This is an optimization exercise on Yosys and OpenROAD, whose aim is small area and a short achievable clock period, not a production implementation. Where RTL was checked, it was by simulation tests only, not by an equivalence proof against the original.

==> flow/design.v <==
package mdu_pkg;
  localparam int CNT_W = 4;
  localparam int MULT_CYCLES_DEF = 5;
  localparam int DIV_CYCLES_DEF = 10;
  localparam logic [3:0] MD_NOP   = 4'd0;
  localparam logic [3:0] MD_MULT  = 4'd1;
  localparam logic [3:0] MD_MULTU = 4'd2;
  localparam logic [3:0] MD_DIV   = 4'd3;
  localparam logic [3:0] MD_DIVU  = 4'd4;
  localparam logic [3:0] MD_MTHI  = 4'd5;
  localparam logic [3:0] MD_MTLO  = 4'd6;
  localparam logic [3:0] MD_MADD  = 4'd7;
  localparam logic [3:0] MD_MADDU = 4'd8;
  localparam logic [3:0] MD_MSUB  = 4'd9;
  localparam logic [3:0] MD_MSUBU = 4'd10;
endpackage
  function automatic logic is_madd_op(input logic [3:0] op);
    is_madd_op = 1'b0;
  endfunction
  function automatic logic is_mul_op(input logic [3:0] op);
    is_mul_op = op == mdu_pkg::MD_MULT || op == mdu_pkg::MD_MULTU || is_madd_op(op);
  endfunction
  function automatic logic is_div_op(input logic [3:0] op);
    is_div_op = op == mdu_pkg::MD_DIV || op == mdu_pkg::MD_DIVU;
  endfunction
  function automatic logic is_signed_op(input logic [3:0] op);
    is_signed_op = op == mdu_pkg::MD_MULT || op == mdu_pkg::MD_DIV ||
                   op == mdu_pkg::MD_MADD || op == mdu_pkg::MD_MSUB;
  endfunction
module md_rip #(
  parameter int N = 8
) (
  input  logic [N-1:0] x,
  input  logic [N-1:0] y,
  input  logic         ci,
  output logic [N-1:0] s,
  output logic         co
);
  logic [N:0] c;
  assign c[0] = ci;
  genvar j;
  generate
    for (j = 0; j < N; j++) begin : g_bit
      assign s[j]   = x[j] ^ y[j] ^ c[j];
      assign c[j+1] = (x[j] & y[j]) | (x[j] & c[j]) | (y[j] & c[j]);
    end
  endgenerate
  assign co = c[N];
endmodule
module md_add #(
  parameter int N = 35,
  parameter int L = 5
) (
  input  logic [N-1:0] x,
  input  logic [N-1:0] y,
  input  logic         ci,
  output logic [N-1:0] s
);
  localparam int K = (N + L - 1) / L;
  logic [K:0] c;
  assign c[0] = ci;
  genvar k, j;
  generate
    for (k = 0; k < K; k++) begin : g_seg
      localparam int LO = k * L;
      localparam int HI = ((k + 1) * L > N) ? N : (k + 1) * L;
      localparam int W = HI - LO;
      if (k == 0) begin : g_first
        md_rip #(.N(W)) u_rip (.x(x[HI-1:LO]), .y(y[HI-1:LO]), .ci(c[0]), .s(s[HI-1:LO]), .co(c[1]));
      end else begin : g_inc
        logic [W-1:0] s0;
        logic         c0;
        logic [W:0]   t;
        md_rip #(.N(W)) u_rip (.x(x[HI-1:LO]), .y(y[HI-1:LO]), .ci(1'b0), .s(s0), .co(c0));
        assign t[0] = 1'b1;
        for (j = 0; j < W; j++) begin : g_bit
          assign t[j+1]   = t[j] & s0[j];
          assign s[LO+j]  = s0[j] ^ (c[k] & t[j]);
        end
        assign c[k+1] = c0 | (c[k] & t[W]);
      end
    end
  endgenerate
endmodule
module md_row (
  input  logic [34:0] x,
  input  logic [32:0] b33,
  input  logic        nz,
  input  logic        m,
  input  logic        neg,
  output logic [34:0] s
);
  logic [34:0] sel;
  logic        s0, s1;
  assign s0  = nz & !m;
  assign s1  = nz & m;
  assign sel = ({{2{b33[32]}}, b33} & {35{s0}}) | ({b33[32], b33, 1'b0} & {35{s1}});
  md_add #(.N(35)) u_add (.x(x), .y(sel ^ {35{neg}}), .ci(neg), .s(s));
endmodule
module md_stage #(
  parameter bit FIRST = 0
) (
  input  logic        mulm,
  input  logic        last,
  input  logic        bneg,
  input  logic        nbit,
  input  logic [2:0]  dig,
  input  logic [32:0] b33,
  input  logic [34:0] pin,
  output logic [34:0] s,
  output logic        q
);
  logic [34:0] x;
  logic        nz, m, neg;
  assign x   = mulm ? {{2{pin[34]}}, pin[34:2]} : {pin[33:0], nbit};
  assign nz  = mulm ? !(dig == 3'b000 || dig == 3'b111) : 1'b1;
  assign m   = mulm ? (dig == 3'b011 || dig == 3'b100) : FIRST & last;
  assign neg = mulm ? dig[2] : !pin[34] ^ bneg;
  md_row u_row (.x(x), .b33(b33), .nz(nz), .m(m), .neg(neg), .s(s));
  assign q = !s[34] ^ bneg;
endmodule
module md_unit #(
  parameter int MULT_CYCLES = mdu_pkg::MULT_CYCLES_DEF,
  parameter int DIV_CYCLES  = mdu_pkg::DIV_CYCLES_DEF
) (
  input  logic        clk,
  input  logic        reset_n,
  input  logic        start,
  input  logic [3:0]  op,
  input  logic [31:0] a,
  input  logic [31:0] b,
  output logic        busy,
  output logic [31:0] hi,
  output logic [31:0] lo
);
  function automatic logic is_madd_op(input logic [3:0] op);
    is_madd_op = 1'b0;
  endfunction
  function automatic logic is_mul_op(input logic [3:0] op);
    is_mul_op = op == mdu_pkg::MD_MULT || op == mdu_pkg::MD_MULTU || is_madd_op(op);
  endfunction
  function automatic logic is_div_op(input logic [3:0] op);
    is_div_op = op == mdu_pkg::MD_DIV || op == mdu_pkg::MD_DIVU;
  endfunction
  function automatic logic is_signed_op(input logic [3:0] op);
    is_signed_op = op == mdu_pkg::MD_MULT || op == mdu_pkg::MD_DIV ||
                   op == mdu_pkg::MD_MADD || op == mdu_pkg::MD_MSUB;
  endfunction
  logic [mdu_pkg::CNT_W-1:0] cnt;
  logic        run;       
  logic        idle;
  logic        mulm;      
  logic        sgn;       
  logic        aneg;      
  logic [31:0] dreg;      
  logic [34:0] whi;       
  logic [31:0] wlo;       
  logic [3:0]  ext;       
  logic        mprev;     
  logic        last;
  logic        bneg;
  logic        qneg;
  logic [32:0] b33;
  logic [34:0] s1, s2, s3, s4;
  logic [4:1]  q;
  logic [2:0]  dig1;
  logic        ctl_last;
  logic        rneg_fin;
  logic        c;
  logic [31:0] rpos;
  logic [31:0] rfin;
  logic        inc;
  logic [31:0] lres;
  logic [31:0] hres;
  logic        dz;
  logic        commit;
  logic        go;
  assign run  = !idle;
  assign last = cnt == mdu_pkg::CNT_W'(1);
  assign bneg = sgn & dreg[31];
  assign qneg = aneg ^ bneg;
  assign b33  = {bneg, dreg};
  assign ctl_last = last;
  assign dig1 = (mulm & last) ? {aneg, aneg, mprev} : {wlo[1], wlo[0], mprev};
  md_stage #(.FIRST(1)) u_st1 (.mulm(mulm), .last(ctl_last), .bneg(bneg),
    .nbit(ext[3]), .dig(dig1), .b33(b33), .pin(whi), .s(s1), .q(q[1]));
  md_stage #(.FIRST(0)) u_st2 (.mulm(mulm), .last(ctl_last), .bneg(bneg),
    .nbit(ext[2]), .dig(wlo[3:1]), .b33(b33), .pin(s1), .s(s2), .q(q[2]));
  md_stage #(.FIRST(0)) u_st3 (.mulm(mulm), .last(ctl_last), .bneg(bneg),
    .nbit(ext[1]), .dig(wlo[5:3]), .b33(b33), .pin(s2), .s(s3), .q(q[3]));
  md_stage #(.FIRST(0)) u_st4 (.mulm(mulm), .last(ctl_last), .bneg(bneg),
    .nbit(ext[0]), .dig(wlo[7:5]), .b33(b33), .pin(s3), .s(s4), .q(q[4]));
  assign rneg_fin = whi[34];
  assign c    = rneg_fin ? s1[34:1] == 34'd0 : whi == 35'd0;
  assign rpos = (rneg_fin ^ aneg) ? s1[32:1] : whi[31:0];
  assign rfin = rpos & {32{!(aneg & c)}};
  assign inc  = !mulm & (qneg ^ (aneg & c));
  assign lres = wlo + {31'd0, inc};
  assign hres = mulm ? s1[31:0] : rfin;
  assign dz   = dreg == 32'd0;
  assign commit = run & last & (mulm | !dz);
  assign go = start & !run;
  always_ff @(posedge clk or negedge reset_n) begin
    if (!reset_n) begin
      cnt  <= '0;
      busy <= 1'b0;
      idle <= 1'b1;
      hi   <= '0;
      lo   <= '0;
    end else begin
      if (run) begin
        cnt <= cnt - mdu_pkg::CNT_W'(1);
        if (last) begin
          busy <= 1'b0;
          idle <= 1'b1;
        end
      end else if (start && (is_mul_op(op) || is_div_op(op))) begin
        cnt  <= (op[1] ^ op[0]) ? mdu_pkg::CNT_W'(MULT_CYCLES) : mdu_pkg::CNT_W'(DIV_CYCLES);
        busy <= 1'b1;
        idle <= 1'b0;
      end
      if (go && op == mdu_pkg::MD_MTHI) begin
        hi <= a;
      end else if (commit) begin
        hi <= hres;
      end
      if (go && op == mdu_pkg::MD_MTLO) begin
        lo <= a;
      end else if (commit) begin
        lo <= lres;
      end
    end
  end
  always_ff @(posedge clk) begin
    if (!run) begin
      mulm  <= op[1] ^ op[0];
      sgn   <= op[0];
      aneg  <= op[0] & a[31];
      dreg  <= b;
      whi   <= {35{op[1] & op[0] & a[31]}};
      wlo   <= a;
      mprev <= 1'b0;
    end else begin
      whi   <= s4;
      wlo   <= mulm ? {s4[1:0], s3[1:0], s2[1:0], s1[1:0], wlo[31:8]}
                    : {wlo[27:0], q[1], q[2], q[3], q[4]};
      mprev <= wlo[7];
    end
    ext <= run ? wlo[31:28] : {4{op[1] & op[0] & a[31]}};
  end
endmodule
clock: 125.0 ns
lec_check: 0
abc_area: 1
cap_margin: 20
core_margin: 2
core_utilization: 40
slew_margin: 20
standard.sh (not shown) runs the stock make flow with config.mk's settings and CLKGATE_MAP_FILE= SYNTH_SCRIPT=/design/flow/synth_recipe.tcl, a recipe that flattens the netlist after the stock synthesis.
==> flow/flow/run.sh <==
#!/bin/bash
# Standard layout, with plain buffers (instead of the resizer's default pick) on the ports.
set -euo pipefail
bash standard.sh BUFFER_PORTS_ARGS="-buffer_cell sky130_fd_sc_hd__buf_1" SETUP_SLACK_MARGIN=98.85 finish > make_finish.log 2>&1
==> next run, changes <==
==> flow/flow/run.sh (replaced) <==
#!/bin/bash
# Standard layout, with plain buffers (instead of the resizer's default pick) on the ports.
set -euo pipefail
bash standard.sh BUFFER_PORTS_ARGS="-buffer_cell sky130_fd_sc_hd__buf_1" finish > make_finish.log 2>&1
CTS_BUF_LIST = sky130_fd_sc_hd__clkbuf_8   (was default)
Outcome:
- die area does not change
- utilization is lower by 0.98 points
- synthesized area is unchanged
- wire length is lower slightly
- final cell count is lower slightly
- non-clock buffer count is lower by 11
- via count is lower slightly
==> next run, changes <==
CTS_BUF_LIST = default   (was sky130_fd_sc_hd__clkbuf_8)
=> Utilization goes up by 0.44 points; synthesized cell count does not change; first-iteration DRC count goes down by 2.7%.

* * *

md_unit, a different RTL version from the one above (not shown whole).
For scale: roughly 2,200 cells after synthesis, roughly 180 flip-flops, ~140 I/O pins.
clock: 125.0 ns
lec_check: 0
abc_area: 1
cap_margin: 20
core_margin: 2
core_utilization: 40
slew_margin: 20
==> flow/flow/run.sh <==
#!/bin/bash
# Standard layout, with plain buffers on the ports; timing repair also works on paths with less
# than 98.8 ns of slack (the input port paths), which set the achieved period.
set -euo pipefail
bash standard.sh BUFFER_PORTS_ARGS="-buffer_cell sky130_fd_sc_hd__buf_1" SETUP_SLACK_MARGIN=98.8 CTS_ARGS="-sink_clustering_enable -repair_clock_nets -dont_use_dummy_load -root_buf sky130_fd_sc_hd__clkbuf_16 -buf_list sky130_fd_sc_hd__clkbuf_8" finish > make_finish.log 2>&1
Rerun with:
==> flow/flow/run.sh (replaced) <==
#!/bin/bash
# Standard layout, with plain buffers on the ports; timing repair also works on paths with less
# than 98.8 ns of slack (the input port paths), which set the achieved period.
set -euo pipefail
bash standard.sh BUFFER_PORTS_ARGS="-buffer_cell sky130_fd_sc_hd__buf_1" SETUP_SLACK_MARGIN=98.8 CTS_ARGS="-sink_clustering_enable -repair_clock_nets -dont_use_dummy_load -root_buf sky130_fd_sc_hd__clkbuf_16 -buf_list {sky130_fd_sc_hd__clkbuf_8 sky130_fd_sc_hd__clkbuf_16}" finish > make_finish.log 2>&1
Effect:
- The new run finished with timing, DRC and antenna clean
- synthesized cell count stays the same
- global-route usage is about the same
Function was not checked in any run of this note: the RTL went through the layout flow alone.

* * *

md_unit, a different RTL version from the one above (not shown whole).
Size in the first run: roughly 2,300 cells after synthesis, roughly 180 flip-flops, roughly 140 I/O pins, ~17,000 um^2 of cells after synthesis.
==> flow/config.mk <==
export PLATFORM = sky130hd
export DESIGN_NAME = md_unit
export DESIGN_NICKNAME = md_unit
export VERILOG_FILES = /design/flow/design.v
export SDC_FILE = /design/flow/constraint.sdc
export NUM_CORES = 4
export LEC_CHECK = 0
export ABC_AREA = 1
export CAP_MARGIN = 20
export CORE_MARGIN = 2
export CORE_UTILIZATION = 65
export PLACE_DENSITY = 0.75
export SLEW_MARGIN = 20
==> flow/constraint.sdc <==
create_clock -name core_clock -period 125.0 [get_ports {clk}]
set_input_delay 25.0000 -clock core_clock [delete_from_list [all_inputs] [get_ports {clk}]]
set_output_delay 25.0000 -clock core_clock [all_outputs]
set_load 0.01 [all_outputs]
==> flow/flow/run.sh <==
#!/bin/bash
# Standard layout, with plain buffers on the ports; timing repair also works on paths with less
# than 98.8 ns of slack (the input port paths), which set the achieved period.
set -euo pipefail
bash standard.sh BUFFER_PORTS_ARGS="-buffer_cell sky130_fd_sc_hd__buf_1" SETUP_SLACK_MARGIN=98.8 finish > make_finish.log 2>&1
Edit:
CORE_UTILIZATION = 40   (was 65)
PLACE_DENSITY = default   (was 0.75)
What happened: The new run went through all stages and came out clean; utilization came out lower by 27 points; synthesized area is unchanged.

* * *

Setup of v19:
Another version of the RTL of md_unit (not shown whole).
For scale: roughly 2300 cells after synthesis, about 180 flip-flops, roughly 17000 um^2 of cells after synthesis.
## md_unit
module md_unit #(
  parameter int MULT_CYCLES = mdu_pkg::MULT_CYCLES_DEF,
  parameter int DIV_CYCLES  = mdu_pkg::DIV_CYCLES_DEF
) (
  input  logic        clk,
  input  logic        reset_n,
  input  logic        start,
  input  logic [3:0]  op,
  input  logic [31:0] a,
  input  logic [31:0] b,
  output logic        busy,
  output logic [31:0] hi,
  output logic [31:0] lo
);
  function automatic logic is_madd_op(input logic [3:0] op);
    is_madd_op = 1'b0;
  endfunction
  function automatic logic is_mul_op(input logic [3:0] op);
    is_mul_op = op == mdu_pkg::MD_MULT || op == mdu_pkg::MD_MULTU || is_madd_op(op);
  endfunction
  function automatic logic is_div_op(input logic [3:0] op);
    is_div_op = op == mdu_pkg::MD_DIV || op == mdu_pkg::MD_DIVU;
  endfunction
  function automatic logic is_signed_op(input logic [3:0] op);
    is_signed_op = op == mdu_pkg::MD_MULT || op == mdu_pkg::MD_DIV ||
                   op == mdu_pkg::MD_MADD || op == mdu_pkg::MD_MSUB;
  endfunction
  logic [mdu_pkg::CNT_W-1:0] cnt;
  logic        run;       
  logic        idle;
  logic        mulm;      
  logic        bneg;      
  logic        aneg;      
  logic [31:0] dreg;      
  logic [35:0] whi;       
  logic [31:0] wlo;       
  logic [2:0]  ext;       
  logic        mprev;     
  logic        last;
  logic        qneg;
  logic [32:0] b33;
  logic [34:0] s1, s2, s3, s4;
  logic [4:1]  q;
  logic [2:0]  dig1;
  logic        ctl_last;
  ...
Settings: LEC_CHECK=0, ABC_AREA=1, CAP_MARGIN=20, CORE_MARGIN=2, CORE_UTILIZATION=40, SLEW_MARGIN=20, TNS_END_PERCENT=10; clock period 125.0 ns.
==> flow/flow/run.sh <==
#!/bin/bash
# Standard layout, with plain buffers on the ports; timing repair also works on paths with less
# than 98.8 ns of slack (the input port paths), which set the achieved period.
set -euo pipefail
bash standard.sh BUFFER_PORTS_ARGS="-buffer_cell sky130_fd_sc_hd__buf_1" SETUP_SLACK_MARGIN=98.8 CTS_ARGS="-sink_clustering_enable -repair_clock_nets -dont_use_dummy_load -root_buf sky130_fd_sc_hd__clkbuf_16 -buf_list sky130_fd_sc_hd__clkbuf_8" finish > make_finish.log 2>&1
v19 reached the end of the flow, and the finished layout is clean on the timing, design-rule and antenna checks.
## Diff of input files: v25 against v19
Settings: removing TNS_END_PERCENT (formerly 10).
==> flow/flow/run.sh <==
#!/bin/bash
# Standard layout, with plain buffers on the ports; timing repair also works on paths with less
# than 98.8 ns of slack (the input port paths), which set the achieved period.
set -euo pipefail
bash standard.sh BUFFER_PORTS_ARGS="-buffer_cell sky130_fd_sc_hd__buf_1" SETUP_SLACK_MARGIN=98.8 CTS_ARGS="-sink_clustering_enable -repair_clock_nets -dont_use_dummy_load -root_buf sky130_fd_sc_hd__clkbuf_16 -buf_list {sky130_fd_sc_hd__clkbuf_8 sky130_fd_sc_hd__clkbuf_16}" finish > make_finish.log 2>&1
Results
- The core of v25 is more densely filled than that of v19.
- Per the comparison of v25 with v19, met1 routed wirelength after detailed routing has increased, clock insertion delay at the later pin of the skew report increased by 0.04 ns relative to the old numbers, buffering overhead barely changed, arrival time at the worst endpoint has decreased, area of the core region barely changed.
- v25: met2 global-route usage is 0.31 points lower than what v19 reported.
- From v19 to v25, final-report max-slew violation count did not move at all.
- v25 vs. v19: number of DRC violations after detailed-routing iteration 0 decreased by 62 relative to the old numbers; via count closely matched the old numbers; slew of the pin with the lowest slew margin increased by 0.013 ns relative to the old numbers.
[inputs] v32 vs v25
Settings: PLACE_DENSITY newly set to 0.8.
==> flow/flow/run.sh <==
#!/bin/bash
# Standard layout, with plain buffers on the ports; timing repair also works on paths with less
# than 98.8 ns of slack (the input port paths), which set the achieved period.
set -euo pipefail
bash standard.sh BUFFER_PORTS_ARGS="-buffer_cell sky130_fd_sc_hd__buf_1" SETUP_SLACK_MARGIN=98.8 CTS_ARGS="-sink_clustering_enable -repair_clock_nets -dont_use_dummy_load -root_buf sky130_fd_sc_hd__clkbuf_16 -buf_list sky130_fd_sc_hd__clkbuf_8" finish > make_finish.log 2>&1
--- outcome ---
Changes observed in v32 relative to v25: final worst slack +0.019 ns; wire length of the first global-routing pass -2.8%; area of the die ~0 delta.
--- input diff v32..v3 ---
Settings: PLACE_DENSITY no longer set, was 0.8; GPL_TIMING_DRIVEN now 0, previously not set.
==> flow/flow/run.sh <==
#!/bin/bash
# Standard layout, with plain buffers on the ports; timing repair also works on paths with less
# than 98.8 ns of slack (the input port paths), which set the achieved period.
set -euo pipefail
bash standard.sh BUFFER_PORTS_ARGS="-buffer_cell sky130_fd_sc_hd__buf_1" SETUP_SLACK_MARGIN=98.8 CTS_ARGS="-sink_clustering_enable -repair_clock_nets -dont_use_dummy_load -root_buf sky130_fd_sc_hd__clkbuf_16 -buf_list {sky130_fd_sc_hd__clkbuf_8 sky130_fd_sc_hd__clkbuf_16}" finish > make_finish.log 2>&1
Findings:
Compare v3 and v32 | number of resized instances in the post-cts repair step higher: v3
Compared with v32, post-route non-filler standard cell count in v3 increased by a few percent.
In the flow results for v3 and v32, the sequential portion of the cell area is smaller on v3.
Summary: wire length of the first global-routing pass, v3 worse than v32
Looking only at depth of the worst register-to-register path, and setting everything else aside, the lower value of v3 and v32 goes to v3.
When v3 is measured against v32, its placement-stage cell area turns out 1.7% higher.
Comparing v3 and v32, layout overhead on the synthesized area is lower on v32.

static timing again, ports no longer ideal:
The results above use ideal ports. As a check the final layouts listed here were re-extracted and re-timed, cells and wires unchanged.
Step 1 sets driving cells, clkbuf_16 on the clock port and buf_2 on the other inputs (assumed; they add their load-dependent delay and slew).
Step 2 times the ports against the registers' clock, not the clock port: input delays grow and output delays shrink by t, the midpoint of the rising clock arrivals with the driver on.
Slacks: ideal ports / drivers / drivers and shift; pairs: ideal ports / drivers.
run | t (ns) | slack for setup (ns) | worst register clock-pin slew, ns
the first run of note 1 | 0.556 | 98.889 / 98.833 / 98.400 | 0.08 / 0.08
the second run of note 1 | 0.636 | 98.303 / 98.330 / 97.694 | 0.11 / 0.11
the third run of note 1 | 0.536 | 98.196 / 98.223 / 97.687 | 0.08 / 0.08
the first run of note 2 | 0.474 | 98.864 / 98.900 / 98.426 | 0.12 / 0.12
the second run of note 2 | 0.521 | 98.838 / 98.873 / 98.361 | 0.08 / 0.08
the first run of note 3 | 0.497 | 98.906 / 98.884 / 98.438 | 0.09 / 0.09
the second run of note 3 | 0.539 | 98.852 / 98.800 / 98.428 | 0.08 / 0.08
v19 | 0.471 | 98.860 / 98.835 / 98.426 | 0.13 / 0.13
v25 | 0.516 | 98.863 / 98.806 / 98.409 | 0.09 / 0.09
v32 | 0.458 | 98.882 / 98.851 / 98.450 | 0.12 / 0.12
v3 | 0.546 | 98.795 / 98.819 / 98.274 | 0.08 / 0.08
After both steps every run listed still meets setup and hold. The setup slack of the second run of note 1, which loses most, moves by +0.027 ns with the drivers and by -0.609 ns with both steps.
